From an optimization exercise on the open Yosys and OpenROAD flow, aimed at small area, a short achievable clock period and few clock cycles per item; shortcuts taken in it are not production practice.
The RTL was checked by simulation tests, not by an equivalence proof against the original design.

==> flow/design.v (outline; a module is shown in full before it is edited, if it fits) <==
// module fxp_mul: 2249 lines
// module taylor_cos: 74 lines
module taylor_cos
(
   input  logic         clock,
   input  logic         reset,
   input  logic         start,
   input  logic [W-1:0] angle_in,
   output logic         ready_out,
   output logic [W-1:0] cos_out
);
  // ...
==> flow/flow/run.sh <==
#!/bin/bash
set -euo pipefail
bash standard.sh SETUP_SLACK_MARGIN=5.5 "BUFFER_PORTS_ARGS=-buffer_cell sky130_fd_sc_hd__buf_1" finish > flow.log 2>&1
==> flow/standard.sh <==
#!/bin/bash
# synth_recipe.tcl (not shown) runs the flow's synth.tcl, then flattens the netlist and writes it again
# the make line also repeats each setting of config.mk as NAME=value (left out here)
make -C /OpenROAD-flow-scripts/flow DESIGN_CONFIG=/design/flow/config.mk WORK_HOME=/design/flow/orfs CLKGATE_MAP_FILE= SYNTH_SCRIPT=/design/flow/synth_recipe.tcl "${@:-finish}"
==> flow/config.mk <==
export PLATFORM = sky130hd
export DESIGN_NAME = taylor_cos
export DESIGN_NICKNAME = taylor_cos
export VERILOG_FILES = /design/flow/design.v
export SDC_FILE = /design/flow/constraint.sdc
export NUM_CORES = 4
export LEC_CHECK = 0
export ABC_AREA = 1
export CAP_MARGIN = 20
export CORE_MARGIN = 2
export CORE_UTILIZATION = 40
export SLEW_MARGIN = 20
export SYNTH_HIERARCHICAL = 1
==> flow/constraint.sdc <==
create_clock -name core_clock -period 12.0 [get_ports {clock}]
set_input_delay 2.4000 -clock core_clock [delete_from_list [all_inputs] [get_ports {clock}]]
set_output_delay 2.4000 -clock core_clock [all_outputs]
set_load 0.01 [all_outputs]
==> metrics.csv, run 1 <==
stage,metric,value,unit
grt,overflow,0,
finish,final_area,19300,um^2
finish,nFillCells,4331,
route,wl_met2,28.2,mm
hold_path,min_path_cells,0,
grt,grt_util_met1,36.9,%
worst_setup_path,reg2reg_from,b_q[7],
synthesis,synth_top_family_by_area,adder cells,
synthesis,synthAdderAreaFrac,35.8,%
synthesis,synth-edff-count,48,
worst_setup_path,ff2ff_path_depth,21,
synthesis,synthFlopType,edfxtp_1,
grt,grt_usage,27.3,%
synthesis,yosysMostFrequentCell,inv_1,
grt,met2_usage,43.6,%
grt,top_usage_layer,met2,
synthesis,synth_top_area_share,30.0,%
route,drt-initial-drc-count,2058,
die,die_x,213,um
synthesis,ys_top_cells_by_count,"328 x inv_1, 299 x xor2_1, 287 x o22ai_1",
synthesis,syn-num-nets,2541,
run_status,status,no timing/DRC/antenna violations,
grt,grt_pass1_vias,16298,
route,drc,0,
Testbench counts, summed over its fixed seeds: cycles 3,072, items 512.
==> module taylor_cos, before the edit <==
module taylor_cos
(
   input  logic         clock,
   input  logic         reset,
   input  logic         start,
   input  logic [W-1:0] angle_in,
   output logic         ready_out,
   output logic [W-1:0] cos_out
);
   logic [4:0]  step_q;     
   logic        ready_q;
   logic [23:0] a_q;        
   logic [24:0] b_q;        
   logic        idle;
   logic        accept;
   logic [24:0] s_row;
   logic [24:0] mul_p;
   logic [3:0]  t;
   logic [24:0] acc4;
   logic [23:0] x;
   assign x = a_q;
   assign idle   = ~|step_q;
   assign accept = idle & start;
   fxp_mul u_mul (
      .a_in (a_q),
      .b_in (b_q),
      .s_in (s_row),
      .p_c  (mul_p)
   );
   always_comb begin
      s_row = {{24{b_q[23]}} & b_q[23:0], 1'b0};
      if (step_q[1]) s_row = 25'h1ffd27d;    
      if (step_q[2]) s_row = 25'h0055555;    
      if (step_q[3]) s_row = 25'h1c00000;    
      if (step_q[4]) s_row = 25'h0800000;    
   end
   logic [7:0] c;
   assign c[0] = x >= 24'd2897;
   assign c[1] = x >= 24'd5931643;
   assign c[2] = x >= 24'd8388609;
   assign c[3] = x >= 24'd10273906;
   assign c[4] = x >= 24'd11863284;
   assign c[5] = x >= 24'd13263555;
   assign c[6] = x >= 24'd14529496;
   assign c[7] = x >= 24'd15693649;
   assign t[3] = c[7];
   assign t[2] = c[3] & ~c[7];
   assign t[1] = (c[1] & ~c[3]) | (c[5] & ~c[7]);
   assign t[0] = (c[0] & ~c[1]) | (c[2] & ~c[3]) | (c[4] & ~c[5]) | (c[6] & ~c[7]);
   assign acc4 = 25'd208 - {21'd0, t};
   always_ff @(posedge clock or posedge reset) begin
      if (reset) begin
         step_q  <= 5'd0;
         ready_q <= 1'b0;
      end else begin
         step_q <= {step_q[3:0], accept};
         if (accept)         ready_q <= 1'b0;
         else if (step_q[4]) ready_q <= 1'b1;
      end
   end
   always_ff @(posedge clock) begin
      if (accept) begin
         a_q   <= angle_in;
         b_q   <= {1'b0, angle_in};
      end else if (step_q[0]) begin
         a_q <= acc4[23:0];
         b_q <= mul_p;
      end else if (!idle) begin
         a_q <= mul_p[23:0];
      end
   end
   assign ready_out = ready_q;
   assign cos_out   = (a_q[23] & a_q[22]) ? {W{1'b0}} : a_q;
endmodule
==> run 2: changes to the inputs <==
--- a/flow/design.v
+++ b/flow/design.v
@@ -13,83 +13,83 @@
    assign ax = {a_in, 1'b0};
    logic [26:0] bx;
    assign bx = {1'b0, b_in, 1'b0};
    logic neg0, one0, two0;
    assign neg0 = ax[2];
    assign one0 = ax[1] ^ ax[0];
    assign two0 = (ax[2] & ~ax[1] & ~ax[0]) | (~ax[2] & ax[1] & ax[0]);
    logic [25:0] pp0;
-   assign pp0 = ({26{one0}} & bx[26:1] | {26{two0}} & bx[25:0]) ~^ {26{neg0}};
+   assign pp0 = ({26{one0}} & bx[26:1] | {26{two0}} & bx[25:0]) ^ {26{neg0}};
    logic neg1, one1, two1;
    assign neg1 = ax[4];
    assign one1 = ax[3] ^ ax[2];
    assign two1 = (ax[4] & ~ax[3] & ~ax[2]) | (~ax[4] & ax[3] & ax[2]);
    logic [25:0] pp1;
-   assign pp1 = ({26{one1}} & bx[26:1] | {26{two1}} & bx[25:0]) ~^ {26{neg1}};
+   assign pp1 = ({26{one1}} & bx[26:1] | {26{two1}} & bx[25:0]) ^ {26{neg1}};
    logic neg2, one2, two2;
    assign neg2 = ax[6];
    assign one2 = ax[5] ^ ax[4];
    assign two2 = (ax[6] & ~ax[5] & ~ax[4]) | (~ax[6] & ax[5] & ax[4]);
    logic [25:0] pp2;
-   assign pp2 = ({26{one2}} & bx[26:1] | {26{two2}} & bx[25:0]) ~^ {26{neg2}};
+   assign pp2 = ({26{one2}} & bx[26:1] | {26{two2}} & bx[25:0]) ^ {26{neg2}};
    logic neg3, one3, two3;
    assign neg3 = ax[8];
    assign one3 = ax[7] ^ ax[6];
    assign two3 = (ax[8] & ~ax[7] & ~ax[6]) | (~ax[8] & ax[7] & ax[6]);
    logic [25:0] pp3;
-   assign pp3 = ({26{one3}} & bx[26:1] | {26{two3}} & bx[25:0]) ~^ {26{neg3}};
+   assign pp3 = ({26{one3}} & bx[26:1] | {26{two3}} & bx[25:0]) ^ {26{neg3}};
    logic neg4, one4, two4;
    assign neg4 = ax[10];
    assign one4 = ax[9] ^ ax[8];
    assign two4 = (ax[10] & ~ax[9] & ~ax[8]) | (~ax[10] & ax[9] & ax[8]);
    logic [25:0] pp4;
-   assign pp4 = ({26{one4}} & bx[26:1] | {26{two4}} & bx[25:0]) ~^ {26{neg4}};
+   assign pp4 = ({26{one4}} & bx[26:1] | {26{two4}} & bx[25:0]) ^ {26{neg4}};
    logic neg5, one5, two5;
    assign neg5 = ax[12];
    assign one5 = ax[11] ^ ax[10];
    assign two5 = (ax[12] & ~ax[11] & ~ax[10]) | (~ax[12] & ax[11] & ax[10]);
    logic [25:0] pp5;
-   assign pp5 = ({26{one5}} & bx[26:1] | {26{two5}} & bx[25:0]) ~^ {26{neg5}};
+   assign pp5 = ({26{one5}} & bx[26:1] | {26{two5}} & bx[25:0]) ^ {26{neg5}};
    logic neg6, one6, two6;
    assign neg6 = ax[14];
    assign one6 = ax[13] ^ ax[12];
    assign two6 = (ax[14] & ~ax[13] & ~ax[12]) | (~ax[14] & ax[13] & ax[12]);
    logic [25:0] pp6;
-   assign pp6 = ({26{one6}} & bx[26:1] | {26{two6}} & bx[25:0]) ~^ {26{neg6}};
+   assign pp6 = ({26{one6}} & bx[26:1] | {26{two6}} & bx[25:0]) ^ {26{neg6}};
    logic neg7, one7, two7;
    assign neg7 = ax[16];
    assign one7 = ax[15] ^ ax[14];
    assign two7 = (ax[16] & ~ax[15] & ~ax[14]) | (~ax[16] & ax[15] & ax[14]);
    logic [25:0] pp7;
-   assign pp7 = ({26{one7}} & bx[26:1] | {26{two7}} & bx[25:0]) ~^ {26{neg7}};
+   assign pp7 = ({26{one7}} & bx[26:1] | {26{two7}} & bx[25:0]) ^ {26{neg7}};
    logic neg8, one8, two8;
    assign neg8 = ax[18];
    assign one8 = ax[17] ^ ax[16];
    assign two8 = (ax[18] & ~ax[17] & ~ax[16]) | (~ax[18] & ax[17] & ax[16]);
    logic [25:0] pp8;
-   assign pp8 = ({26{one8}} & bx[26:1] | {26{two8}} & bx[25:0]) ~^ {26{neg8}};
+   assign pp8 = ({26{one8}} & bx[26:1] | {26{two8}} & bx[25:0]) ^ {26{neg8}};
    logic neg9, one9, two9;
    assign neg9 = ax[20];
    assign one9 = ax[19] ^ ax[18];
    assign two9 = (ax[20] & ~ax[19] & ~ax[18]) | (~ax[20] & ax[19] & ax[18]);
    logic [25:0] pp9;
-   assign pp9 = ({26{one9}} & bx[26:1] | {26{two9}} & bx[25:0]) ~^ {26{neg9}};
+   assign pp9 = ({26{one9}} & bx[26:1] | {26{two9}} & bx[25:0]) ^ {26{neg9}};
    logic neg10, one10, two10;
    assign neg10 = ax[22];
    assign one10 = ax[21] ^ ax[20];
    assign two10 = (ax[22] & ~ax[21] & ~ax[20]) | (~ax[22] & ax[21] & ax[20]);
    logic [25:0] pp10;
-   assign pp10 = ({26{one10}} & bx[26:1] | {26{two10}} & bx[25:0]) ~^ {26{neg10}};
+   assign pp10 = ({26{one10}} & bx[26:1] | {26{two10}} & bx[25:0]) ^ {26{neg10}};
    logic neg11, one11, two11;
    assign neg11 = ax[24];
    assign one11 = ax[23] ^ ax[22];
    assign two11 = (ax[24] & ~ax[23] & ~ax[22]) | (~ax[24] & ax[23] & ax[22]);
    logic [25:0] pp11;
-   assign pp11 = ({26{one11}} & bx[26:1] | {26{two11}} & bx[25:0]) ~^ {26{neg11}};
+   assign pp11 = ({26{one11}} & bx[26:1] | {26{two11}} & bx[25:0]) ^ {26{neg11}};
    logic t1;
    logic t2;
    logic t3;
    logic t4;
    logic t5;
    logic t6;
    logic t7;
    logic t8;
@@ -967,57 +967,57 @@
    logic t880;
    logic t881;
    logic t882;
    logic t883;
    logic t884;
    logic t885;
    logic t886;
    logic t887;
-   assign t1 = pp0[16] ~^ pp1[14];
-   assign t2 = pp0[16] | pp1[14];
-   assign t3 = pp0[17] ~^ pp1[15];
-   assign t4 = pp0[17] | pp1[15];
+   assign t1 = pp0[16] ^ pp1[14];
+   assign t2 = pp0[16] & pp1[14];
+   assign t3 = pp0[17] ^ pp1[15];
+   assign t4 = pp0[17] & pp1[15];
    assign t7 = pp0[18] ^ pp1[16];
    assign t5 = t7 ^ pp2[14];
    assign t6 = (pp0[18] & pp1[16]) | (t7 & pp2[14]);
-   assign t8 = pp3[12] ~^ pp4[10];
-   assign t9 = pp3[12] | pp4[10];
+   assign t8 = pp3[12] ^ pp4[10];
+   assign t9 = pp3[12] & pp4[10];
    assign t12 = pp0[19] ^ pp1[17];
    assign t10 = t12 ^ pp2[15];
    assign t11 = (pp0[19] & pp1[17]) | (t12 & pp2[15]);
-   assign t13 = pp3[13] ~^ pp4[11];
-   assign t14 = pp3[13] | pp4[11];
+   assign t13 = pp3[13] ^ pp4[11];
+   assign t14 = pp3[13] & pp4[11];
    assign t17 = pp0[20] ^ pp1[18];
    assign t15 = t17 ^ pp2[16];
    assign t16 = (pp0[20] & pp1[18]) | (t17 & pp2[16]);
    assign t20 = pp3[14] ^ pp4[12];
    assign t18 = t20 ^ pp5[10];
    assign t19 = (pp3[14] & pp4[12]) | (t20 & pp5[10]);
-   assign t21 = pp6[8] ~^ pp7[6];
-   assign t22 = pp6[8] | pp7[6];
+   assign t21 = pp6[8] ^ pp7[6];
+   assign t22 = pp6[8] & pp7[6];
    assign t25 = pp0[21] ^ pp1[19];
    assign t23 = t25 ^ pp2[17];
    assign t24 = (pp0[21] & pp1[19]) | (t25 & pp2[17]);
    assign t28 = pp3[15] ^ pp4[13];
    assign t26 = t28 ^ pp5[11];
    assign t27 = (pp3[15] & pp4[13]) | (t28 & pp5[11]);
-   assign t29 = pp6[9] ~^ pp7[7];
-   assign t30 = pp6[9] | pp7[7];
+   assign t29 = pp6[9] ^ pp7[7];
+   assign t30 = pp6[9] & pp7[7];
    assign t33 = pp0[22] ^ pp1[20];
    assign t31 = t33 ^ pp2[18];
    assign t32 = (pp0[22] & pp1[20]) | (t33 & pp2[18]);
    assign t36 = pp3[16] ^ pp4[14];
    assign t34 = t36 ^ pp5[12];
    assign t35 = (pp3[16] & pp4[14]) | (t36 & pp5[12]);
    assign t39 = pp6[10] ^ pp7[8];
    assign t37 = t39 ^ pp8[6];
    assign t38 = (pp6[10] & pp7[8]) | (t39 & pp8[6]);
-   assign t40 = pp9[4] ~^ pp10[2];
-   assign t41 = pp9[4] | pp10[2];
+   assign t40 = pp9[4] ^ pp10[2];
+   assign t41 = pp9[4] & pp10[2];
    assign t44 = pp0[23] ^ pp1[21];
    assign t42 = t44 ^ pp2[19];
    assign t43 = (pp0[23] & pp1[21]) | (t44 & pp2[19]);
    assign t47 = pp3[17] ^ pp4[15];
    assign t45 = t47 ^ pp5[13];
    assign t46 = (pp3[17] & pp4[15]) | (t47 & pp5[13]);
    assign t50 = pp6[11] ^ pp7[9];
    assign t48 = t50 ^ pp8[7];
@@ -1044,43 +1044,43 @@
    assign t69 = t71 ^ pp5[15];
    assign t70 = (pp3[19] & pp4[17]) | (t71 & pp5[15]);
    assign t74 = pp6[13] ^ pp7[11];
    assign t72 = t74 ^ pp8[9];
    assign t73 = (pp6[13] & pp7[11]) | (t74 & pp8[9]);
    assign t77 = pp9[7] ^ pp10[5];
    assign t75 = t77 ^ pp11[3];
    assign t76 = (pp9[7] & pp10[5]) | (t77 & pp11[3]);
-   assign t80 = ~neg0 ^ pp1[24];
+   assign t80 = neg0 ^ pp1[24];
    assign t78 = t80 ^ pp2[22];
-   assign t79 = (~neg0 & pp1[24]) | (t80 & pp2[22]);
+   assign t79 = (neg0 & pp1[24]) | (t80 & pp2[22]);
    assign t83 = pp3[20] ^ pp4[18];
    assign t81 = t83 ^ pp5[16];
    assign t82 = (pp3[20] & pp4[18]) | (t83 & pp5[16]);
    assign t86 = pp6[14] ^ pp7[12];
    assign t84 = t86 ^ pp8[10];
    assign t85 = (pp6[14] & pp7[12]) | (t86 & pp8[10]);
    assign t89 = pp9[8] ^ pp10[6];
    assign t87 = t89 ^ pp11[4];
    assign t88 = (pp9[8] & pp10[6]) | (t89 & pp11[4]);
-   assign t92 = ~neg0 ^ pp1[25];
+   assign t92 = neg0 ^ pp1[25];
    assign t90 = t92 ^ pp2[23];
-   assign t91 = (~neg0 & pp1[25]) | (t92 & pp2[23]);
+   assign t91 = (neg0 & pp1[25]) | (t92 & pp2[23]);
    assign t95 = pp3[21] ^ pp4[19];
    assign t93 = t95 ^ pp5[17];
    assign t94 = (pp3[21] & pp4[19]) | (t95 & pp5[17]);
    assign t98 = pp6[15] ^ pp7[13];
    assign t96 = t98 ^ pp8[11];
    assign t97 = (pp6[15] & pp7[13]) | (t98 & pp8[11]);
    assign t101 = pp9[9] ^ pp10[7];
    assign t99 = t101 ^ pp11[5];
    assign t100 = (pp9[9] & pp10[7]) | (t101 & pp11[5]);
-   assign t104 = neg0 ^ neg1;
+   assign t104 = ~neg0 ^ ~neg1;
    assign t102 = t104 ^ pp2[24];
-   assign t103 = (neg0 & neg1) | (t104 & pp2[24]);
+   assign t103 = (~neg0 & ~neg1) | (t104 & pp2[24]);
    assign t107 = pp3[22] ^ pp4[20];
    assign t105 = t107 ^ pp5[18];
    assign t106 = (pp3[22] & pp4[20]) | (t107 & pp5[18]);
    assign t110 = pp6[16] ^ pp7[14];
    assign t108 = t110 ^ pp8[12];
    assign t109 = (pp6[16] & pp7[14]) | (t110 & pp8[12]);
    assign t113 = pp9[10] ^ pp10[8];
    assign t111 = t113 ^ pp11[6];
@@ -1089,335 +1089,335 @@
    assign t114 = t116 ^ pp4[21];
    assign t115 = (pp2[25] & pp3[23]) | (t116 & pp4[21]);
    assign t119 = pp5[19] ^ pp6[17];
    assign t117 = t119 ^ pp7[15];
    assign t118 = (pp5[19] & pp6[17]) | (t119 & pp7[15]);
    assign t122 = pp8[13] ^ pp9[11];
    assign t120 = t122 ^ pp10[9];
    assign t121 = (pp8[13] & pp9[11]) | (t122 & pp10[9]);
-   assign t123 = pp11[7] ~^ ~s_in[6];
-   assign t124 = pp11[7] | ~s_in[6];
-   assign t127 = neg2 ^ pp3[24];
+   assign t123 = pp11[7] ^ s_in[6];
+   assign t124 = pp11[7] & s_in[6];
+   assign t127 = ~neg2 ^ pp3[24];
    assign t125 = t127 ^ pp4[22];
-   assign t126 = (neg2 & pp3[24]) | (t127 & pp4[22]);
+   assign t126 = (~neg2 & pp3[24]) | (t127 & pp4[22]);
    assign t130 = pp5[20] ^ pp6[18];
    assign t128 = t130 ^ pp7[16];
    assign t129 = (pp5[20] & pp6[18]) | (t130 & pp7[16]);
    assign t133 = pp8[14] ^ pp9[12];
    assign t131 = t133 ^ pp10[10];
    assign t132 = (pp8[14] & pp9[12]) | (t133 & pp10[10]);
    assign t136 = pp3[25] ^ pp4[23];
    assign t134 = t136 ^ pp5[21];
    assign t135 = (pp3[25] & pp4[23]) | (t136 & pp5[21]);
    assign t139 = pp6[19] ^ pp7[17];
    assign t137 = t139 ^ pp8[15];
    assign t138 = (pp6[19] & pp7[17]) | (t139 & pp8[15]);
-   assign t140 = pp9[13] ~^ pp10[11];
-   assign t141 = pp9[13] | pp10[11];
-   assign t144 = neg3 ^ pp4[24];
+   assign t140 = pp9[13] ^ pp10[11];
+   assign t141 = pp9[13] & pp10[11];
+   assign t144 = ~neg3 ^ pp4[24];
    assign t142 = t144 ^ pp5[22];
-   assign t143 = (neg3 & pp4[24]) | (t144 & pp5[22]);
+   assign t143 = (~neg3 & pp4[24]) | (t144 & pp5[22]);
    assign t147 = pp6[20] ^ pp7[18];
    assign t145 = t147 ^ pp8[16];
    assign t146 = (pp6[20] & pp7[18]) | (t147 & pp8[16]);
    assign t150 = pp4[25] ^ pp5[23];
    assign t148 = t150 ^ pp6[21];
    assign t149 = (pp4[25] & pp5[23]) | (t150 & pp6[21]);
-   assign t151 = pp7[19] ~^ pp8[17];
-   assign t152 = pp7[19] | pp8[17];
-   assign t155 = neg4 ^ pp5[24];
+   assign t151 = pp7[19] ^ pp8[17];
+   assign t152 = pp7[19] & pp8[17];
+   assign t155 = ~neg4 ^ pp5[24];
    assign t153 = t155 ^ pp6[22];
-   assign t154 = (neg4 & pp5[24]) | (t155 & pp6[22]);
-   assign t156 = pp5[25] ~^ pp6[23];
-   assign t157 = pp5[25] | pp6[23];
-   assign t158 = pp0[10] ~^ pp1[8];
-   assign t159 = pp0[10] | pp1[8];
-   assign t160 = pp0[11] ~^ pp1[9];
-   assign t161 = pp0[11] | pp1[9];
+   assign t154 = (~neg4 & pp5[24]) | (t155 & pp6[22]);
+   assign t156 = pp5[25] ^ pp6[23];
+   assign t157 = pp5[25] & pp6[23];
+   assign t158 = pp0[10] ^ pp1[8];
+   assign t159 = pp0[10] & pp1[8];
+   assign t160 = pp0[11] ^ pp1[9];
+   assign t161 = pp0[11] & pp1[9];
    assign t164 = pp0[12] ^ pp1[10];
    assign t162 = t164 ^ pp2[8];
    assign t163 = (pp0[12] & pp1[10]) | (t164 & pp2[8]);
-   assign t165 = pp3[6] ~^ pp4[4];
-   assign t166 = pp3[6] | pp4[4];
+   assign t165 = pp3[6] ^ pp4[4];
+   assign t166 = pp3[6] & pp4[4];
    assign t169 = pp0[13] ^ pp1[11];
    assign t167 = t169 ^ pp2[9];
    assign t168 = (pp0[13] & pp1[11]) | (t169 & pp2[9]);
-   assign t170 = pp3[7] ~^ pp4[5];
-   assign t171 = pp3[7] | pp4[5];
+   assign t170 = pp3[7] ^ pp4[5];
+   assign t171 = pp3[7] & pp4[5];
    assign t174 = pp0[14] ^ pp1[12];
    assign t172 = t174 ^ pp2[10];
    assign t173 = (pp0[14] & pp1[12]) | (t174 & pp2[10]);
    assign t177 = pp3[8] ^ pp4[6];
    assign t175 = t177 ^ pp5[4];
    assign t176 = (pp3[8] & pp4[6]) | (t177 & pp5[4]);
-   assign t178 = pp6[2] ~^ pp7[0];
-   assign t179 = pp6[2] | pp7[0];
+   assign t178 = pp6[2] ^ pp7[0];
+   assign t179 = pp6[2] & pp7[0];
    assign t182 = pp0[15] ^ pp1[13];
    assign t180 = t182 ^ pp2[11];
    assign t181 = (pp0[15] & pp1[13]) | (t182 & pp2[11]);
    assign t185 = pp3[9] ^ pp4[7];
    assign t183 = t185 ^ pp5[5];
    assign t184 = (pp3[9] & pp4[7]) | (t185 & pp5[5]);
-   assign t186 = pp6[3] ~^ pp7[1];
-   assign t187 = pp6[3] | pp7[1];
+   assign t186 = pp6[3] ^ pp7[1];
+   assign t187 = pp6[3] & pp7[1];
    assign t190 = pp2[12] ^ pp3[10];
    assign t188 = t190 ^ pp4[8];
    assign t189 = (pp2[12] & pp3[10]) | (t190 & pp4[8]);
    assign t193 = pp5[6] ^ pp6[4];
    assign t191 = t193 ^ pp7[2];
    assign t192 = (pp5[6] & pp6[4]) | (t193 & pp7[2]);
-   assign t196 = pp8[0] ^ ~neg8;
+   assign t196 = pp8[0] ^ neg8;
    assign t194 = t196 ^ t1;
-   assign t195 = (pp8[0] & ~neg8) | (t196 & t1);
+   assign t195 = (pp8[0] & neg8) | (t196 & t1);
    assign t199 = pp2[13] ^ pp3[11];
    assign t197 = t199 ^ pp4[9];
    assign t198 = (pp2[13] & pp3[11]) | (t199 & pp4[9]);
    assign t202 = pp5[7] ^ pp6[5];
    assign t200 = t202 ^ pp7[3];
    assign t201 = (pp5[7] & pp6[5]) | (t202 & pp7[3]);
    assign t205 = pp8[1] ^ t2;
    assign t203 = t205 ^ t3;
    assign t204 = (pp8[1] & t2) | (t205 & t3);
    assign t208 = pp5[8] ^ pp6[6];
    assign t206 = t208 ^ pp7[4];
    assign t207 = (pp5[8] & pp6[6]) | (t208 & pp7[4]);
    assign t211 = pp8[2] ^ pp9[0];
-   assign t209 = t211 ^ ~neg9;
-   assign t210 = (pp8[2] & pp9[0]) | (t211 & ~neg9);
+   assign t209 = t211 ^ neg9;
+   assign t210 = (pp8[2] & pp9[0]) | (t211 & neg9);
    assign t214 = t4 ^ t5;
    assign t212 = t214 ^ t8;
    assign t213 = (t4 & t5) | (t214 & t8);
    assign t217 = pp5[9] ^ pp6[7];
    assign t215 = t217 ^ pp7[5];
    assign t216 = (pp5[9] & pp6[7]) | (t217 & pp7[5]);
    assign t220 = pp8[3] ^ pp9[1];
    assign t218 = t220 ^ t6;
    assign t219 = (pp8[3] & pp9[1]) | (t220 & t6);
    assign t223 = t9 ^ t10;
    assign t221 = t223 ^ t13;
    assign t222 = (t9 & t10) | (t223 & t13);
    assign t226 = pp8[4] ^ pp9[2];
    assign t224 = t226 ^ pp10[0];
    assign t225 = (pp8[4] & pp9[2]) | (t226 & pp10[0]);
-   assign t229 = ~neg10 ^ t11;
+   assign t229 = neg10 ^ t11;
    assign t227 = t229 ^ t14;
-   assign t228 = (~neg10 & t11) | (t229 & t14);
+   assign t228 = (neg10 & t11) | (t229 & t14);
    assign t232 = t15 ^ t18;
    assign t230 = t232 ^ t21;
    assign t231 = (t15 & t18) | (t232 & t21);
    assign t235 = pp8[5] ^ pp9[3];
    assign t233 = t235 ^ pp10[1];
    assign t234 = (pp8[5] & pp9[3]) | (t235 & pp10[1]);
    assign t238 = t16 ^ t19;
    assign t236 = t238 ^ t22;
    assign t237 = (t16 & t19) | (t238 & t22);
    assign t241 = t23 ^ t26;
    assign t239 = t241 ^ t29;
    assign t240 = (t23 & t26) | (t241 & t29);
-   assign t244 = pp11[0] ^ ~neg11;
+   assign t244 = pp11[0] ^ neg11;
    assign t242 = t244 ^ t24;
-   assign t243 = (pp11[0] & ~neg11) | (t244 & t24);
+   assign t243 = (pp11[0] & neg11) | (t244 & t24);
    assign t247 = t27 ^ t30;
    assign t245 = t247 ^ t31;
    assign t246 = (t27 & t30) | (t247 & t31);
    assign t250 = t34 ^ t37;
    assign t248 = t250 ^ t40;
    assign t249 = (t34 & t37) | (t250 & t40);
-   assign t253 = ~s_in[0] ^ t32;
+   assign t253 = s_in[0] ^ t32;
    assign t251 = t253 ^ t35;
-   assign t252 = (~s_in[0] & t32) | (t253 & t35);
+   assign t252 = (s_in[0] & t32) | (t253 & t35);
    assign t256 = t38 ^ t41;
    assign t254 = t256 ^ t42;
    assign t255 = (t38 & t41) | (t256 & t42);
    assign t259 = t45 ^ t48;
    assign t257 = t259 ^ t51;
    assign t258 = (t45 & t48) | (t259 & t51);
-   assign t262 = ~s_in[1] ^ t43;
+   assign t262 = s_in[1] ^ t43;
    assign t260 = t262 ^ t46;
-   assign t261 = (~s_in[1] & t43) | (t262 & t46);
+   assign t261 = (s_in[1] & t43) | (t262 & t46);
    assign t265 = t49 ^ t52;
    assign t263 = t265 ^ t54;
    assign t264 = (t49 & t52) | (t265 & t54);
    assign t268 = t57 ^ t60;
    assign t266 = t268 ^ t63;
    assign t267 = (t57 & t60) | (t268 & t63);
-   assign t271 = ~s_in[2] ^ t55;
+   assign t271 = s_in[2] ^ t55;
    assign t269 = t271 ^ t58;
-   assign t270 = (~s_in[2] & t55) | (t271 & t58);
+   assign t270 = (s_in[2] & t55) | (t271 & t58);
    assign t274 = t61 ^ t64;
    assign t272 = t274 ^ t66;
    assign t273 = (t61 & t64) | (t274 & t66);
    assign t277 = t69 ^ t72;
    assign t275 = t277 ^ t75;
    assign t276 = (t69 & t72) | (t277 & t75);
-   assign t280 = ~s_in[3] ^ t67;
+   assign t280 = s_in[3] ^ t67;
    assign t278 = t280 ^ t70;
-   assign t279 = (~s_in[3] & t67) | (t280 & t70);
+   assign t279 = (s_in[3] & t67) | (t280 & t70);
    assign t283 = t73 ^ t76;
    assign t281 = t283 ^ t78;
    assign t282 = (t73 & t76) | (t283 & t78);
    assign t286 = t81 ^ t84;
    assign t284 = t286 ^ t87;
    assign t285 = (t81 & t84) | (t286 & t87);
-   assign t289 = ~s_in[4] ^ t79;
+   assign t289 = s_in[4] ^ t79;
    assign t287 = t289 ^ t82;
-   assign t288 = (~s_in[4] & t79) | (t289 & t82);
+   assign t288 = (s_in[4] & t79) | (t289 & t82);
    assign t292 = t85 ^ t88;
    assign t290 = t292 ^ t90;
    assign t291 = (t85 & t88) | (t292 & t90);
    assign t295 = t93 ^ t96;
    assign t293 = t295 ^ t99;
    assign t294 = (t93 & t96) | (t295 & t99);
-   assign t298 = ~s_in[5] ^ t91;
+   assign t298 = s_in[5] ^ t91;
    assign t296 = t298 ^ t94;
-   assign t297 = (~s_in[5] & t91) | (t298 & t94);
+   assign t297 = (s_in[5] & t91) | (t298 & t94);
    assign t301 = t97 ^ t100;
    assign t299 = t301 ^ t102;
    assign t300 = (t97 & t100) | (t301 & t102);
    assign t304 = t105 ^ t108;
    assign t302 = t304 ^ t111;
    assign t303 = (t105 & t108) | (t304 & t111);
-   assign t307 = 1'b0 ^ t103;
+   assign t307 = 1'b1 ^ t103;
    assign t305 = t307 ^ t106;
-   assign t306 = (1'b0 & t103) | (t307 & t106);
+   assign t306 = (1'b1 & t103) | (t307 & t106);
    assign t310 = t109 ^ t112;
    assign t308 = t310 ^ t114;
    assign t309 = (t109 & t112) | (t310 & t114);
    assign t313 = t117 ^ t120;
    assign t311 = t313 ^ t123;
    assign t312 = (t117 & t120) | (t313 & t123);
-   assign t316 = pp11[8] ^ ~s_in[7];
+   assign t316 = pp11[8] ^ s_in[7];
    assign t314 = t316 ^ t115;
-   assign t315 = (pp11[8] & ~s_in[7]) | (t316 & t115);
+   assign t315 = (pp11[8] & s_in[7]) | (t316 & t115);
    assign t319 = t118 ^ t121;
    assign t317 = t319 ^ t124;
    assign t318 = (t118 & t121) | (t319 & t124);
    assign t322 = t125 ^ t128;
    assign t320 = t322 ^ t131;
    assign t321 = (t125 & t128) | (t322 & t131);
-   assign t325 = pp11[9] ^ ~s_in[8];
-   assign t323 = t325 ^ 1'b0;
-   assign t324 = (pp11[9] & ~s_in[8]) | (t325 & 1'b0);
+   assign t325 = pp11[9] ^ s_in[8];
+   assign t323 = t325 ^ 1'b1;
+   assign t324 = (pp11[9] & s_in[8]) | (t325 & 1'b1);
    assign t328 = t126 ^ t129;
    assign t326 = t328 ^ t132;
    assign t327 = (t126 & t129) | (t328 & t132);
    assign t331 = t134 ^ t137;
    assign t329 = t331 ^ t140;
    assign t330 = (t134 & t137) | (t331 & t140);
    assign t334 = pp9[14] ^ pp10[12];
    assign t332 = t334 ^ pp11[10];
    assign t333 = (pp9[14] & pp10[12]) | (t334 & pp11[10]);
-   assign t337 = ~s_in[9] ^ t135;
+   assign t337 = s_in[9] ^ t135;
    assign t335 = t337 ^ t138;
-   assign t336 = (~s_in[9] & t135) | (t337 & t138);
+   assign t336 = (s_in[9] & t135) | (t337 & t138);
    assign t340 = t141 ^ t142;
    assign t338 = t340 ^ t145;
    assign t339 = (t141 & t142) | (t340 & t145);
    assign t343 = pp9[15] ^ pp10[13];
    assign t341 = t343 ^ pp11[11];
    assign t342 = (pp9[15] & pp10[13]) | (t343 & pp11[11]);
-   assign t346 = ~s_in[10] ^ 1'b0;
+   assign t346 = s_in[10] ^ 1'b1;
    assign t344 = t346 ^ t143;
-   assign t345 = (~s_in[10] & 1'b0) | (t346 & t143);
+   assign t345 = (s_in[10] & 1'b1) | (t346 & t143);
    assign t349 = t146 ^ t148;
    assign t347 = t349 ^ t151;
    assign t348 = (t146 & t148) | (t349 & t151);
    assign t352 = pp7[20] ^ pp8[18];
    assign t350 = t352 ^ pp9[16];
    assign t351 = (pp7[20] & pp8[18]) | (t352 & pp9[16]);
    assign t355 = pp10[14] ^ pp11[12];
-   assign t353 = t355 ^ ~s_in[11];
-   assign t354 = (pp10[14] & pp11[12]) | (t355 & ~s_in[11]);
+   assign t353 = t355 ^ s_in[11];
+   assign t354 = (pp10[14] & pp11[12]) | (t355 & s_in[11]);
    assign t358 = t149 ^ t152;
    assign t356 = t358 ^ t153;
    assign t357 = (t149 & t152) | (t358 & t153);
    assign t361 = pp7[21] ^ pp8[19];
    assign t359 = t361 ^ pp9[17];
    assign t360 = (pp7[21] & pp8[19]) | (t361 & pp9[17]);
    assign t364 = pp10[15] ^ pp11[13];
-   assign t362 = t364 ^ ~s_in[12];
-   assign t363 = (pp10[15] & pp11[13]) | (t364 & ~s_in[12]);
-   assign t367 = 1'b0 ^ t154;
+   assign t362 = t364 ^ s_in[12];
+   assign t363 = (pp10[15] & pp11[13]) | (t364 & s_in[12]);
+   assign t367 = 1'b1 ^ t154;
    assign t365 = t367 ^ t156;
-   assign t366 = (1'b0 & t154) | (t367 & t156);
-   assign t370 = neg5 ^ pp6[24];
+   assign t366 = (1'b1 & t154) | (t367 & t156);
+   assign t370 = ~neg5 ^ pp6[24];
    assign t368 = t370 ^ pp7[22];
-   assign t369 = (neg5 & pp6[24]) | (t370 & pp7[22]);
+   assign t369 = (~neg5 & pp6[24]) | (t370 & pp7[22]);
    assign t373 = pp8[20] ^ pp9[18];
    assign t371 = t373 ^ pp10[16];
    assign t372 = (pp8[20] & pp9[18]) | (t373 & pp10[16]);
-   assign t376 = pp11[14] ^ ~s_in[13];
+   assign t376 = pp11[14] ^ s_in[13];
    assign t374 = t376 ^ t157;
-   assign t375 = (pp11[14] & ~s_in[13]) | (t376 & t157);
+   assign t375 = (pp11[14] & s_in[13]) | (t376 & t157);
    assign t379 = pp6[25] ^ pp7[23];
    assign t377 = t379 ^ pp8[21];
    assign t378 = (pp6[25] & pp7[23]) | (t379 & pp8[21]);
    assign t382 = pp9[19] ^ pp10[17];
    assign t380 = t382 ^ pp11[15];
    assign t381 = (pp9[19] & pp10[17]) | (t382 & pp11[15]);
-   assign t383 = ~s_in[14] ~^ 1'b0;
-   assign t384 = ~s_in[14] | 1'b0;
-   assign t387 = neg6 ^ pp7[24];
+   assign t383 = s_in[14] ^ 1'b1;
+   assign t384 = s_in[14] & 1'b1;
+   assign t387 = ~neg6 ^ pp7[24];
    assign t385 = t387 ^ pp8[22];
-   assign t386 = (neg6 & pp7[24]) | (t387 & pp8[22]);
+   assign t386 = (~neg6 & pp7[24]) | (t387 & pp8[22]);
    assign t390 = pp9[20] ^ pp10[18];
    assign t388 = t390 ^ pp11[16];
    assign t389 = (pp9[20] & pp10[18]) | (t390 & pp11[16]);
    assign t393 = pp7[25] ^ pp8[23];
    assign t391 = t393 ^ pp9[21];
    assign t392 = (pp7[25] & pp8[23]) | (t393 & pp9[21]);
-   assign t394 = pp10[19] ~^ pp11[17];
-   assign t395 = pp10[19] | pp11[17];
-   assign t398 = neg7 ^ pp8[24];
+   assign t394 = pp10[19] ^ pp11[17];
+   assign t395 = pp10[19] & pp11[17];
+   assign t398 = ~neg7 ^ pp8[24];
    assign t396 = t398 ^ pp9[22];
-   assign t397 = (neg7 & pp8[24]) | (t398 & pp9[22]);
-   assign t399 = pp8[25] ~^ pp9[23];
-   assign t400 = pp8[25] | pp9[23];
-   assign t401 = pp0[6] ~^ pp1[4];
-   assign t402 = pp0[6] | pp1[4];
-   assign t403 = pp0[7] ~^ pp1[5];
-   assign t404 = pp0[7] | pp1[5];
+   assign t397 = (~neg7 & pp8[24]) | (t398 & pp9[22]);
+   assign t399 = pp8[25] ^ pp9[23];
+   assign t400 = pp8[25] & pp9[23];
+   assign t401 = pp0[6] ^ pp1[4];
+   assign t402 = pp0[6] & pp1[4];
+   assign t403 = pp0[7] ^ pp1[5];
+   assign t404 = pp0[7] & pp1[5];
    assign t407 = pp0[8] ^ pp1[6];
    assign t405 = t407 ^ pp2[4];
    assign t406 = (pp0[8] & pp1[6]) | (t407 & pp2[4]);
-   assign t408 = pp3[2] ~^ pp4[0];
-   assign t409 = pp3[2] | pp4[0];
+   assign t408 = pp3[2] ^ pp4[0];
+   assign t409 = pp3[2] & pp4[0];
    assign t412 = pp0[9] ^ pp1[7];
    assign t410 = t412 ^ pp2[5];
    assign t411 = (pp0[9] & pp1[7]) | (t412 & pp2[5]);
-   assign t413 = pp3[3] ~^ pp4[1];
-   assign t414 = pp3[3] | pp4[1];
+   assign t413 = pp3[3] ^ pp4[1];
+   assign t414 = pp3[3] & pp4[1];
    assign t417 = pp2[6] ^ pp3[4];
    assign t415 = t417 ^ pp4[2];
    assign t416 = (pp2[6] & pp3[4]) | (t417 & pp4[2]);
-   assign t420 = pp5[0] ^ ~neg5;
+   assign t420 = pp5[0] ^ neg5;
    assign t418 = t420 ^ t158;
-   assign t419 = (pp5[0] & ~neg5) | (t420 & t158);
+   assign t419 = (pp5[0] & neg5) | (t420 & t158);
    assign t423 = pp2[7] ^ pp3[5];
    assign t421 = t423 ^ pp4[3];
    assign t422 = (pp2[7] & pp3[5]) | (t423 & pp4[3]);
    assign t426 = pp5[1] ^ t159;
    assign t424 = t426 ^ t160;
    assign t425 = (pp5[1] & t159) | (t426 & t160);
    assign t429 = pp5[2] ^ pp6[0];
-   assign t427 = t429 ^ ~neg6;
-   assign t428 = (pp5[2] & pp6[0]) | (t429 & ~neg6);
+   assign t427 = t429 ^ neg6;
+   assign t428 = (pp5[2] & pp6[0]) | (t429 & neg6);
    assign t432 = t161 ^ t162;
    assign t430 = t432 ^ t165;
    assign t431 = (t161 & t162) | (t432 & t165);
    assign t435 = pp5[3] ^ pp6[1];
    assign t433 = t435 ^ t163;
    assign t434 = (pp5[3] & pp6[1]) | (t435 & t163);
    assign t438 = t166 ^ t167;
    assign t436 = t438 ^ t170;
    assign t437 = (t166 & t167) | (t438 & t170);
-   assign t441 = ~neg7 ^ t168;
+   assign t441 = neg7 ^ t168;
    assign t439 = t441 ^ t171;
-   assign t440 = (~neg7 & t168) | (t441 & t171);
+   assign t440 = (neg7 & t168) | (t441 & t171);
    assign t444 = t172 ^ t175;
    assign t442 = t444 ^ t178;
    assign t443 = (t172 & t175) | (t444 & t178);
    assign t447 = t173 ^ t176;
    assign t445 = t447 ^ t179;
    assign t446 = (t173 & t176) | (t447 & t179);
    assign t450 = t180 ^ t183;
    assign t448 = t450 ^ t186;
@@ -1549,69 +1549,69 @@
    assign t574 = t576 ^ t374;
    assign t575 = (t368 & t371) | (t576 & t374);
    assign t579 = t369 ^ t372;
    assign t577 = t579 ^ t375;
    assign t578 = (t369 & t372) | (t579 & t375);
    assign t582 = t377 ^ t380;
    assign t580 = t582 ^ t383;
    assign t581 = (t377 & t380) | (t582 & t383);
-   assign t585 = ~s_in[15] ^ t378;
+   assign t585 = s_in[15] ^ t378;
    assign t583 = t585 ^ t381;
-   assign t584 = (~s_in[15] & t378) | (t585 & t381);
+   assign t584 = (s_in[15] & t378) | (t585 & t381);
    assign t588 = t384 ^ t385;
    assign t586 = t588 ^ t388;
    assign t587 = (t384 & t385) | (t588 & t388);
-   assign t591 = ~s_in[16] ^ 1'b0;
+   assign t591 = s_in[16] ^ 1'b1;
    assign t589 = t591 ^ t386;
-   assign t590 = (~s_in[16] & 1'b0) | (t591 & t386);
+   assign t590 = (s_in[16] & 1'b1) | (t591 & t386);
    assign t594 = t389 ^ t391;
    assign t592 = t594 ^ t394;
    assign t593 = (t389 & t391) | (t594 & t394);
    assign t597 = pp10[20] ^ pp11[18];
-   assign t595 = t597 ^ ~s_in[17];
-   assign t596 = (pp10[20] & pp11[18]) | (t597 & ~s_in[17]);
+   assign t595 = t597 ^ s_in[17];
+   assign t596 = (pp10[20] & pp11[18]) | (t597 & s_in[17]);
    assign t600 = t392 ^ t395;
    assign t598 = t600 ^ t396;
    assign t599 = (t392 & t395) | (t600 & t396);
    assign t603 = pp10[21] ^ pp11[19];
-   assign t601 = t603 ^ ~s_in[18];
-   assign t602 = (pp10[21] & pp11[19]) | (t603 & ~s_in[18]);
-   assign t606 = 1'b0 ^ t397;
+   assign t601 = t603 ^ s_in[18];
+   assign t602 = (pp10[21] & pp11[19]) | (t603 & s_in[18]);
+   assign t606 = 1'b1 ^ t397;
    assign t604 = t606 ^ t399;
-   assign t605 = (1'b0 & t397) | (t606 & t399);
-   assign t609 = neg8 ^ pp9[24];
+   assign t605 = (1'b1 & t397) | (t606 & t399);
+   assign t609 = ~neg8 ^ pp9[24];
    assign t607 = t609 ^ pp10[22];
-   assign t608 = (neg8 & pp9[24]) | (t609 & pp10[22]);
-   assign t612 = pp11[20] ^ ~s_in[19];
+   assign t608 = (~neg8 & pp9[24]) | (t609 & pp10[22]);
+   assign t612 = pp11[20] ^ s_in[19];
    assign t610 = t612 ^ t400;
-   assign t611 = (pp11[20] & ~s_in[19]) | (t612 & t400);
+   assign t611 = (pp11[20] & s_in[19]) | (t612 & t400);
    assign t615 = pp9[25] ^ pp10[23];
    assign t613 = t615 ^ pp11[21];
    assign t614 = (pp9[25] & pp10[23]) | (t615 & pp11[21]);
-   assign t616 = ~s_in[20] ~^ 1'b0;
-   assign t617 = ~s_in[20] | 1'b0;
-   assign t620 = neg9 ^ pp10[24];
+   assign t616 = s_in[20] ^ 1'b1;
+   assign t617 = s_in[20] & 1'b1;
+   assign t620 = ~neg9 ^ pp10[24];
    assign t618 = t620 ^ pp11[22];
-   assign t619 = (neg9 & pp10[24]) | (t620 & pp11[22]);
-   assign t621 = pp10[25] ~^ pp11[23];
-   assign t622 = pp10[25] | pp11[23];
-   assign t623 = pp0[4] ~^ pp1[2];
-   assign t624 = pp0[4] | pp1[2];
-   assign t625 = pp0[5] ~^ pp1[3];
-   assign t626 = pp0[5] | pp1[3];
+   assign t619 = (~neg9 & pp10[24]) | (t620 & pp11[22]);
+   assign t621 = pp10[25] ^ pp11[23];
+   assign t622 = pp10[25] & pp11[23];
+   assign t623 = pp0[4] ^ pp1[2];
+   assign t624 = pp0[4] & pp1[2];
+   assign t625 = pp0[5] ^ pp1[3];
+   assign t626 = pp0[5] & pp1[3];
    assign t629 = pp2[2] ^ pp3[0];
-   assign t627 = t629 ^ ~neg3;
-   assign t628 = (pp2[2] & pp3[0]) | (t629 & ~neg3);
+   assign t627 = t629 ^ neg3;
+   assign t628 = (pp2[2] & pp3[0]) | (t629 & neg3);
    assign t632 = pp2[3] ^ pp3[1];
    assign t630 = t632 ^ t402;
    assign t631 = (pp2[3] & pp3[1]) | (t632 & t402);
-   assign t635 = ~neg4 ^ t404;
+   assign t635 = neg4 ^ t404;
    assign t633 = t635 ^ t405;
-   assign t634 = (~neg4 & t404) | (t635 & t405);
+   assign t634 = (neg4 & t404) | (t635 & t405);
    assign t638 = t406 ^ t409;
    assign t636 = t638 ^ t410;
    assign t637 = (t406 & t409) | (t638 & t410);
    assign t641 = t411 ^ t414;
    assign t639 = t641 ^ t415;
    assign t640 = (t411 & t414) | (t641 & t415);
    assign t644 = t416 ^ t419;
    assign t642 = t644 ^ t421;
@@ -1707,34 +1707,34 @@
    assign t732 = t734 ^ t601;
    assign t733 = (t596 & t599) | (t734 & t601);
    assign t737 = t602 ^ t605;
    assign t735 = t737 ^ t607;
    assign t736 = (t602 & t605) | (t737 & t607);
    assign t740 = t608 ^ t611;
    assign t738 = t740 ^ t613;
    assign t739 = (t608 & t611) | (t740 & t613);
-   assign t743 = ~s_in[21] ^ t614;
+   assign t743 = s_in[21] ^ t614;
    assign t741 = t743 ^ t617;
-   assign t742 = (~s_in[21] & t614) | (t743 & t617);
-   assign t746 = ~s_in[22] ^ 1'b0;
+   assign t742 = (s_in[21] & t614) | (t743 & t617);
+   assign t746 = s_in[22] ^ 1'b1;
    assign t744 = t746 ^ t619;
-   assign t745 = (~s_in[22] & 1'b0) | (t746 & t619);
-   assign t749 = neg10 ^ pp11[24];
-   assign t747 = t749 ^ ~s_in[23];
-   assign t748 = (neg10 & pp11[24]) | (t749 & ~s_in[23]);
-   assign t750 = pp11[25] ~^ ~s_in[24];
-   assign t751 = pp11[25] | ~s_in[24];
-   assign t752 = pp0[2] ~^ pp1[0];
-   assign t753 = pp0[2] | pp1[0];
-   assign t754 = pp0[3] ~^ pp1[1];
-   assign t755 = pp0[3] | pp1[1];
-   assign t758 = pp2[0] ^ ~neg2;
+   assign t745 = (s_in[22] & 1'b1) | (t746 & t619);
+   assign t749 = ~neg10 ^ pp11[24];
+   assign t747 = t749 ^ s_in[23];
+   assign t748 = (~neg10 & pp11[24]) | (t749 & s_in[23]);
+   assign t750 = pp11[25] ^ s_in[24];
+   assign t751 = pp11[25] & s_in[24];
+   assign t752 = pp0[2] ^ pp1[0];
+   assign t753 = pp0[2] & pp1[0];
+   assign t754 = pp0[3] ^ pp1[1];
+   assign t755 = pp0[3] & pp1[1];
+   assign t758 = pp2[0] ^ neg2;
    assign t756 = t758 ^ t623;
-   assign t757 = (pp2[0] & ~neg2) | (t758 & t623);
+   assign t757 = (pp2[0] & neg2) | (t758 & t623);
    assign t761 = pp2[1] ^ t624;
    assign t759 = t761 ^ t625;
    assign t760 = (pp2[1] & t624) | (t761 & t625);
    assign t764 = t401 ^ t626;
    assign t762 = t764 ^ t627;
    assign t763 = (t401 & t626) | (t764 & t627);
    assign t767 = t403 ^ t628;
    assign t765 = t767 ^ t630;
@@ -1851,24 +1851,24 @@
    assign t876 = t878 ^ t741;
    assign t877 = (t618 & t739) | (t878 & t741);
    assign t881 = t621 ^ t742;
    assign t879 = t881 ^ t744;
    assign t880 = (t621 & t742) | (t881 & t744);
    assign t884 = t622 ^ t745;
    assign t882 = t884 ^ t747;
    assign t883 = (t622 & t745) | (t884 & t747);
-   assign t887 = 1'b0 ^ t748;
+   assign t887 = 1'b1 ^ t748;
    assign t885 = t887 ^ t750;
-   assign t886 = (1'b0 & t748) | (t887 & t750);
+   assign t886 = (1'b1 & t748) | (t887 & t750);
    logic [47:0] r0, r1;
-   assign r0 = {t883, t880, t877, t874, t871, t868, t865, t862, t859, t856, t853, t850, t847, t844, t841, t838, t835, t832, t829, t826, t823, t820, t817, t814, t811, t808, t805, t802, t799, t796, t793, t790, t787, t784, t781, t778, t775, t772, t769, t766, t763, t760, t757, t755, t753, ~neg1, pp0[1], pp0[0]};
-   assign r1 = {t885, t882, t879, t876, t873, t870, t867, t864, t861, t858, t855, t852, t849, t846, t843, t840, t837, t834, t831, t828, t825, t822, t819, t816, t813, t810, t807, t804, t801, t798, t795, t792, t789, t786, t783, t780, t777, t774, t771, t768, t765, t762, t759, t756, t754, t752, 1'b1, ~neg0};
+   assign r0 = {t883, t880, t877, t874, t871, t868, t865, t862, t859, t856, t853, t850, t847, t844, t841, t838, t835, t832, t829, t826, t823, t820, t817, t814, t811, t808, t805, t802, t799, t796, t793, t790, t787, t784, t781, t778, t775, t772, t769, t766, t763, t760, t757, t755, t753, neg1, pp0[1], pp0[0]};
+   assign r1 = {t885, t882, t879, t876, t873, t870, t867, t864, t861, t858, t855, t852, t849, t846, t843, t840, t837, t834, t831, t828, t825, t822, t819, t816, t813, t810, t807, t804, t801, t798, t795, t792, t789, t786, t783, t780, t777, t774, t771, t768, t765, t762, t759, t756, t754, t752, 1'b0, neg0};
    logic [47:0] g0, p0;
-   assign g0 = {r0[47:1] & r1[47:1], r0[0] | r1[0]};
+   assign g0 = r0 & r1;
    assign p0 = r0 ^ r1;
    logic g1_1, p1_1;
    assign g1_1 = g0[1] | (p0[1] & g0[0]);
    assign p1_1 = p0[1] & p0[0];
    logic g1_3, p1_3;
    assign g1_3 = g0[3] | (p0[3] & g0[2]);
    assign p1_3 = p0[3] & p0[2];
    logic g1_5, p1_5;
@@ -2244,44 +2244,44 @@
    assign g6_45 = g4_45 | (p4_45 & g5_31);
    assign p6_45 = p4_45 & p5_31;
    logic g6_46, p6_46;
    assign g6_46 = g4_46 | (p4_46 & g5_31);
    assign p6_46 = p4_46 & p5_31;
    logic g6_47, p6_47;
    assign g6_47 = g4_47 | (p4_47 & g5_31);
    assign p6_47 = p4_47 & p5_31;
-   assign p_c = {(p0[47] ~^ g6_46), (p0[46] ~^ g6_45), (p0[45] ~^ g6_44), (p0[44] ~^ g6_43), (p0[43] ~^ g6_42), (p0[42] ~^ g6_41), (p0[41] ~^ g6_40), (p0[40] ~^ g6_39), (p0[39] ~^ g6_38), (p0[38] ~^ g6_37), (p0[37] ~^ g6_36), (p0[36] ~^ g6_35), (p0[35] ~^ g6_34), (p0[34] ~^ g6_33), (p0[33] ~^ g6_32), (p0[32] ~^ g5_31), (p0[31] ~^ g5_30), (p0[30] ~^ g5_29), (p0[29] ~^ g5_28), (p0[28] ~^ g5_27), (p0[27] ~^ g5_26), (p0[26] ~^ g5_25), (p0[25] ~^ g5_24), (p0[24] ~^ g5_23), (p0[23] ~^ g5_22)};
+   assign p_c = {(p0[47] ^ g6_46), (p0[46] ^ g6_45), (p0[45] ^ g6_44), (p0[44] ^ g6_43), (p0[43] ^ g6_42), (p0[42] ^ g6_41), (p0[41] ^ g6_40), (p0[40] ^ g6_39), (p0[39] ^ g6_38), (p0[38] ^ g6_37), (p0[37] ^ g6_36), (p0[36] ^ g6_35), (p0[35] ^ g6_34), (p0[34] ^ g6_33), (p0[33] ^ g6_32), (p0[32] ^ g5_31), (p0[31] ^ g5_30), (p0[30] ^ g5_29), (p0[29] ^ g5_28), (p0[28] ^ g5_27), (p0[27] ^ g5_26), (p0[26] ^ g5_25), (p0[25] ^ g5_24), (p0[24] ^ g5_23), (p0[23] ^ g5_22)};
 endmodule
 import taylor_pkg::*;
 module taylor_cos
 (
    input  logic         clock,
    input  logic         reset,
    input  logic         start,
    input  logic [W-1:0] angle_in,
    output logic         ready_out,
    output logic [W-1:0] cos_out
 );
    logic [4:0]  step_q;     
    logic        ready_q;
-   logic [23:0] a_q;        
+   logic [24:0] a_q;        
    logic [24:0] b_q;        
    logic        idle;
    logic        accept;
    logic [24:0] s_row;
    logic [24:0] mul_p;
    logic [3:0]  t;
    logic [24:0] acc4;
    logic [23:0] x;
-   assign x = a_q;
+   assign x = a_q[23:0];
    assign idle   = ~|step_q;
    assign accept = idle & start;
    fxp_mul u_mul (
-      .a_in (a_q),
+      .a_in (a_q[23:0]),
       .b_in (b_q),
       .s_in (s_row),
       .p_c  (mul_p)
    );
    always_comb begin
       s_row = {{24{b_q[23]}} & b_q[23:0], 1'b0};
       if (step_q[1]) s_row = 25'h1ffd27d;    
       if (step_q[2]) s_row = 25'h0055555;    
@@ -2309,20 +2309,20 @@
       end else begin
          step_q <= {step_q[3:0], accept};
          if (accept)         ready_q <= 1'b0;
          else if (step_q[4]) ready_q <= 1'b1;
       end
    end
    always_ff @(posedge clock) begin
       if (accept) begin
-         a_q   <= angle_in;
+         a_q   <= {1'b0, angle_in};
          b_q   <= {1'b0, angle_in};
       end else if (step_q[0]) begin
-         a_q <= acc4[23:0];
+         a_q <= acc4;
          b_q <= mul_p;
       end else if (!idle) begin
-         a_q <= mul_p[23:0];
+         a_q <= mul_p;
       end
    end
    assign ready_out = ready_q;
-   assign cos_out   = (a_q[23] & a_q[22]) ? {W{1'b0}} : a_q;
+   assign cos_out   = a_q[24] ? {W{1'b0}} : a_q[W-1:0];
 endmodule
==> metrics.csv, run 2 <==
stage,metric,value,unit,change
run_status,status,no timing/DRC/antenna violations,,
placement,placed_cells,2778,,
die,rows,77,,
finish,final_cell_mix,"372 x inv_1, 301 x xor2_1, 279 x o22ai_1, 268 x nand2_1, 255 x fa_1",,
timing,worstMarginPinSlew,1.07,ns,
route,dr_wl_met3,6.09,mm,
timing,hold_viol,0,,
clock_tree,clock_latency,0.33,ns,
die,core_area,44000,um^2,
clock_tree,root_buffer,clkbuf_16,,
timing,period_share,52.0,%,
synthesis,syn_area,17800,um^2,
finish,finalNetCount,2610,,
grt,grt_pass1_vias,16630,,+2.0%
route,drc,0,,unchanged
finish,top_regs,"a_q x25, b_q x25, step_q x5",,
worst_setup_path,cp-end-kind,flop,,
route,drt-initial-drc-count,1806,,-12%
worst_setup_path,max_stage_delay,0.52,ns,
synthesis,async_flop_share,10.7,%,
timing,min_period,6.24,ns,
synthesis,synthFlopType,edfxtp_1,,
finish,final_area,19400,um^2,+0.63%
synthesis,synthTopCellsByArea,"fa_1 29%, xor2_1 15%, o22ai_1 10%",,
die,num_io_pins,52,,
grt,overflow,0,,unchanged
synthesis,synth_cell_types,49,,
route,highest_layer,met4,,
placement,portBuffers,51,,
route,wl_met1,23.8,mm,
die,die_x,215,um,+1.0%
worst_setup_path,required,12.13,ns,
die,die_area,46100,um^2,
synthesis,yosys_warnings,7,,
synthesis,synth-edff-count,48,,unchanged
synthesis,seq_area_frac_synth,9.18,%,
finish,antenna_cells,0,,
route,wl_met2,27.8,mm,-1.7%
grt,antenna_found_initial,0,,
route,first_pass_iters,8,,
grt,grt_max_degree,67,,
die,die_h,215,um,
worst_setup_path,cp_slowest_cell,fa_1,,
route,avgRoutedWirePerCell,21.7,um,
grt,grt_usage,26.4,%,-0.83 points
worst_setup_path,crit_fanout,17,,
route,vias,16086,,
route,via_per_inst,5.68,,
synthesis,synth_top_area_share,29.4,%,-0.62 points
clock_tree,clkSinkCount,56,,
synthesis,ys_seq_elements,56,,
clock_tree,cts_inserted_buffers,5,,
timing,layout_setup_ws,5.76,ns,
clock_tree,cts.clk_slew.worst_paths,0.09,ns,
worst_setup_path,crit_path_start_kind,flop,,
clock_tree,cts_tree,yes,,
route,antenna_left,0,,
synthesis,yosysMostFrequentCell,inv_1,,
placement,pre_cts_ws,4.81,ns,
timing,skew,0.0167,ns,
die,initial_core_util,40.4,%,
placement,placed_cell_area,18300,um^2,
route,routed_wirelength,61.5,mm,
worst_setup_path,arrival,6.37,ns,
clock_tree,cts.path.max_buffers,2,,
finish,fin_cells,2834,,
hold_path,hold_class,flop to flop,,
worst_setup_path,critPathKind,flop to flop,,
timing,rsz0062_at_grt,false,,
synthesis,syn-num-nets,2611,,+2.8%
synthesis,synth_cells,2242,,
timing,setup_viol,0,,
synthesis,syn_area_per_cell,7.93,um^2,
job,cap_violations,0,,
timing,max_freq,160,MHz,
placement,place_congestion,0.934,,
grt,grt_pass1_wl,95.1,mm,
worst_setup_path,cp_cell_sequence,buf_6 -> nand2_1 -> inv_1 -> nor2_4 -> clkinvlp_4 -> buf_4 -> o22ai_1 -> xor2_1 -> fa_1 -> fa_1 -> fa_1 -> fa_1 -> fa_1 -> inv_1 -> ha_4 -> nand2_1 -> nor2_1 -> nand2_1 -> inv_1 -> nand2_1 -> nand2_1 -> xor2_1 -> inv_1 -> o311ai_0,,
finish,syn_to_final_growth,9.11,%,
placement,dp_hpwl,43.2,mm,
finish,layout_commonest_cell,inv_1,,
timing,relSlewSlack,28.3,%,
synthesis,ys_top_cells_by_count,"389 x inv_1, 302 x xor2_1, 286 x o22ai_1",,
timing,tns,0,ns,
timing,maxSlewViolCount,0,,
clock_tree,htree_levels,2,,
synthesis,yosysTopAreaCell,fa_1,,
finish,drive_gt1_share,9.59,%,
==> run 2: cell types whose count changed after synthesis, sizes merged, moves of 2 or more <==
cell	change
a21o	-2
a21oi	+5
buf	+7
clkbuf	-11
inv	+70
mux2i	+3
nand2	-6
nand4	+2
nor2	+11
o21ai	-11
or2	+2
xnor2	-2
xor2	+3
==> run 2: cells by family after synthesis <==
group           count (synthesis)  share of synthesized area, %
simple gates                  545                          12.9
fa+ha+maj                     342                          35.1
buf+inv                       555                          12.6
xor+xnor                      308                          15.2
compound gates                433                          14.9
flops                          56                          9.18
mux                             3                         0.169
==> run 2: per-stage QoR <==
step	utilization, %	hold WS (ns)
after floorplan	-	0.403
after global placement	41.6	0.451
after detailed placement	41.6	0.446
after CTS	42.6	0.464
after global routing	44.0	0.475
final	44.0	0.458
==> run 2: final timing paths <==
check                           from        end  slack, ns  cells past startpoint
max                           a_q[7]     a_q[1]       5.76                     24
min                        step_q[2]  step_q[3]       0.46                      0
max reg2reg                   a_q[7]     a_q[1]       5.76                     24
min reg2reg                step_q[2]  step_q[3]       0.46                      0
max in group asynchronous      reset  step_q[3]       9.83                      2
min in group asynchronous      reset  step_q[0]       1.96                      2
==> run 2: per-layer routing <==
metal / track usage [%] / vias up
met3: 4.36 / 211
li1: - / 7194
met4: 14.6 / 0
met2: 41.7 / 857
met1: 34.6 / 7824
met5: 0 / -
==> run 2: repair_timing <==
action                     in CTS  in global routing
hold buffers                    0                  0
buffers inserted               19                 18
setup endpoints to repair      49                 35
gates resized for setup        45                 90
pin swaps                       0                 18
cloned                          5                  4
==> run 2: worst max-delay path: cells and delay by family, from the launching register on <==
family | cells | cell delay [ns]
buffers and inverters | 7 | 0.97
and+or+nand+nor | 7 | 0.80
DFF | 1 | 0.39
xor gates and xnor gates | 2 | 0.62
AOI/OAI and AO/OA | 2 | 0.55
adders and majority gates | 6 | 2.71
==> run 2: modules after synthesis (local to each module, per instance) <==
module | cells | cell area (um^2) | flops+latches | copies in the design
fxp_mul | 1753 | 14200 | 0 | 1
taylor_cos | 489 | 3570 | 56 | 1
==> run 2: area by class of cell <==
cell class,count,area [um^2]
Timing Repair Buffer,130,970
Fill cell,4430,24600
Clock buffer,6,129
Clock inverter,2,13.8
Inverter,409,1680
Multi-Input combinational cell,1631,14200
Sequential cell,56,1630
Timing Repair inverter,8,42.5
Tap cell,592,741
Testbench counts of run 2, summed over its fixed seeds: cycles 3,072, items 512.
==> run 3: changes to the inputs <==
--- a/flow/design.v
+++ b/flow/design.v
@@ -2263,7 +2263,7 @@
 );
    logic [4:0]  step_q;     
    logic        ready_q;
-   logic [24:0] a_q;        
+   logic [23:0] a_q;        
    logic [24:0] b_q;        
    logic        idle;
    logic        accept;
@@ -2272,11 +2272,11 @@
    logic [3:0]  t;
    logic [24:0] acc4;
    logic [23:0] x;
-   assign x = a_q[23:0];
+   assign x = a_q;
    assign idle   = ~|step_q;
    assign accept = idle & start;
    fxp_mul u_mul (
-      .a_in (a_q[23:0]),
+      .a_in (a_q),
       .b_in (b_q),
       .s_in (s_row),
       .p_c  (mul_p)
@@ -2314,15 +2314,15 @@
    end
    always_ff @(posedge clock) begin
       if (accept) begin
-         a_q   <= {1'b0, angle_in};
+         a_q   <= angle_in;
          b_q   <= {1'b0, angle_in};
       end else if (step_q[0]) begin
-         a_q <= acc4;
+         a_q <= acc4[23:0];
          b_q <= mul_p;
       end else if (!idle) begin
-         a_q <= mul_p;
+         a_q <= mul_p[23:0];
       end
    end
    assign ready_out = ready_q;
-   assign cos_out   = a_q[24] ? {W{1'b0}} : a_q[W-1:0];
+   assign cos_out   = (a_q[23] & a_q[22]) ? {W{1'b0}} : a_q;
 endmodule
--- a/flow/config.mk
+++ b/flow/config.mk
@@ -9,5 +9,6 @@
 export CAP_MARGIN = 20
 export CORE_MARGIN = 2
 export CORE_UTILIZATION = 40
+export CTS_BUF_LIST = sky130_fd_sc_hd__clkbuf_4 sky130_fd_sc_hd__clkbuf_8
 export SLEW_MARGIN = 20
 export SYNTH_HIERARCHICAL = 1
==> metrics.csv, run 3 <==
stage,metric,value,unit,change
run_status,status,no timing/DRC/antenna violations,,
timing,maxSlewViolCount,0,,unchanged
timing,tns,0,ns,unchanged
worst_setup_path,r2r_end,a_q[10],,
finish,nFillCells,4450,,+0.45%
worst_setup_path,arrival,6.47,ns,+0.10 ns
finish,finalNetCount,2621,,+0.42%
route,antenna_left,0,,unchanged
route,routed_wirelength,61.7,mm,+0.33%
finish,drive_gt1_share,9.94,%,+0.35 points
synthesis,async_flop_share,10.9,%,+0.19 points
grt,overflow,0,,unchanged
clock_tree,root_buffer,clkbuf_8,,
hold_path,min_to,step_q[4],,
route,first_pass_iters,5,,-3
synthesis,synth_cells,2236,,-0.27%
synthesis,syn-num-nets,2605,,-0.23%
worst_setup_path,cp-end-kind,flop,,
grt,grt_pass1_wl,94.3,mm,-0.78%
die,core_area,43900,um^2,-0.22%
synthesis,synthFlopType,edfxtp_1,,
grt,grt_max_degree,68,,+1.5%
route,drc,0,,unchanged
synthesis,synth_top_area_share,29.5,%,+0.12 points
job,cap_violations,0,,unchanged
worst_setup_path,required,12.19,ns,+0.06 ns
hold_path,hold_class,flop to flop,,
finish,multiInputGateArea,14200,um^2,-0.20%
clock_tree,holdBufCountCts,0,,unchanged
timing,period_share,52.3,%,+0.39 points
timing,skew,0.0140,ns,-0.00269 ns
synthesis,yosysMostFrequentCell,inv_1,,
hold_path,min_path_cells,0,,unchanged
timing,hold_viol,0,,unchanged
die,num_io_pins,52,,unchanged
finish,final_area,19400,um^2,about the same
placement,placed_cell_area,18300,um^2,-0.32%
timing,worstMarginPinSlew,1.04,ns,-0.0356 ns
placement,place_congestion,0.927,,-0.73%
timing,max_freq,159,MHz,-0.74%
die,die_area,46000,um^2,-0.40%
die,initial_core_util,40.3,%,-0.077 points
synthesis,syn_area_per_cell,7.92,um^2,-0.14%
clock_tree,clkSinkCount,55,,-1.8%
==> run 3: routing by layer <==
metal | track usage (%) | vias up | wire length [um]
li1 | - | 7204 | -
met1 | 33.9 | 7988 | 24000
met2 | 42.8 | 882 | 28400
met3 | 4.31 | 197 | 5830
met4 | 13.4 | 0 | 3530
met5 | 0 | - | 0
==> run 3: critical path: stages (launching register included) <==
cell and delay [ns]:
edfxtp_1 0.49, buf_12 0.20, buf_4 0.14, a21oi_4 0.46, o22ai_1 0.15, xor2_1 0.19, fa_1 0.55, fa_1 0.48
fa_1 0.47, fa_1 0.52, fa_1 0.51, inv_1 0.04, ha_1 0.35, nand2_2 0.10, nor2_4 0.12, nand2_1 0.08
nor2_1 0.14, nand2_2 0.11, nand2_8 0.10, inv_1 0.06, fa_1 0.39, xnor2_1 0.17, inv_1 0.07, o31ai_1 0.21
==> run 3: stage by stage <==
| step | instances | setup slack, ns | hold WS [ns] |
|---|---|---|---|
| global route | 2845 | 5.49 | 0.465 |
| global placement | 2772 | 4.41 | 0.416 |
| finish | 2845 | 5.72 | 0.461 |
| detailed placement | 2772 | 4.55 | 0.420 |
| floorplan | 2236 | 5.87 | 0.355 |
| CTS | 2817 | 5.47 | 0.456 |
==> run 3: worst max-delay path by stage <==
| stage | endpoint | start | slack [ns] |
|---|---|---|---|
| after floorplan | a_q[10] | a_q[1] | 5.87 |
| after global placement | a_q[10] | a_q[11] | 4.41 |
| after detailed placement | a_q[10] | a_q[1] | 4.55 |
| after CTS | a_q[10] | a_q[5] | 5.47 |
| after global routing | a_q[10] | a_q[11] | 5.49 |
| final | a_q[10] | a_q[9] | 5.72 |
==> run 3: cells by family after synthesis <==
family	after synthesis	synth area share [%]
buffers and inverters	558	12.6
and+or+nand+nor	539	12.7
AOI/OAI and AO/OA	427	14.8
adders and majority gates	342	35.2
xor gates and xnor gates	312	15.4
DFF	55	9.10
muxes	3	0.170
==> run 3: layout make-up <==
type / count / share of cell area (%)
timing repair buffer: 144 / 5.27
clock inverter: 2 / 0.0903
tap: 592 / 3.82
inverter: 413 / 8.90
clock buffer: 6 / 0.393
multi-input combinational: 1624 / 73.0
timing repair inverter: 9 / 0.258
sequential: 55 / 8.31
==> run 3: timing repair <==
action                                  CTS  global route
hold endpoints to repair                  0             0
cloned                                    7             5
buffers inserted                         30            23
resized for setup                        44            91
pin swaps                                 1            27
endpoints found under the setup margin   49            36
==> run 3: per-module statistics from Yosys (local to each module, per instance) <==
module	cells inside	flops+latches	copies in the design
fxp_mul	1758	0	1
taylor_cos	478	55	1
Testbench counts of run 3, summed over its fixed seeds: cycles 3,072, items 512.

## static timing again, ports no longer ideal
The flow's constraints put no driver on any port. The routed layouts listed below were extracted and timed again, unchanged, in two steps. Step 1 sets driving cells, clkbuf_16 on the clock port and buf_2 on the other inputs (assumed; they add their load-dependent delay and slew). Step 2 moves the port delays by t, midway between the first and last clock arrival at a register: inputs arrive t later, outputs are due t later. That takes back most of the time a late clock gives input paths. a / b / c = no drivers / after step 1 / after step 2; a / b = the first two.
run | shift t [ns] | setup slack, ns | worst setup path after step 2 | slew at the worst register clock pin (ns)
run 1 | 0.340 | 5.617 / 5.617 / 5.617 | register to register | 0.08 / 0.08
run 2 | 0.366 | 5.764 / 5.764 / 5.764 | register to register | 0.09 / 0.09
run 3 | 0.399 | 5.718 / 5.718 / 5.718 | register to register | 0.12 / 0.12
After both steps setup and hold are still met in every run listed.
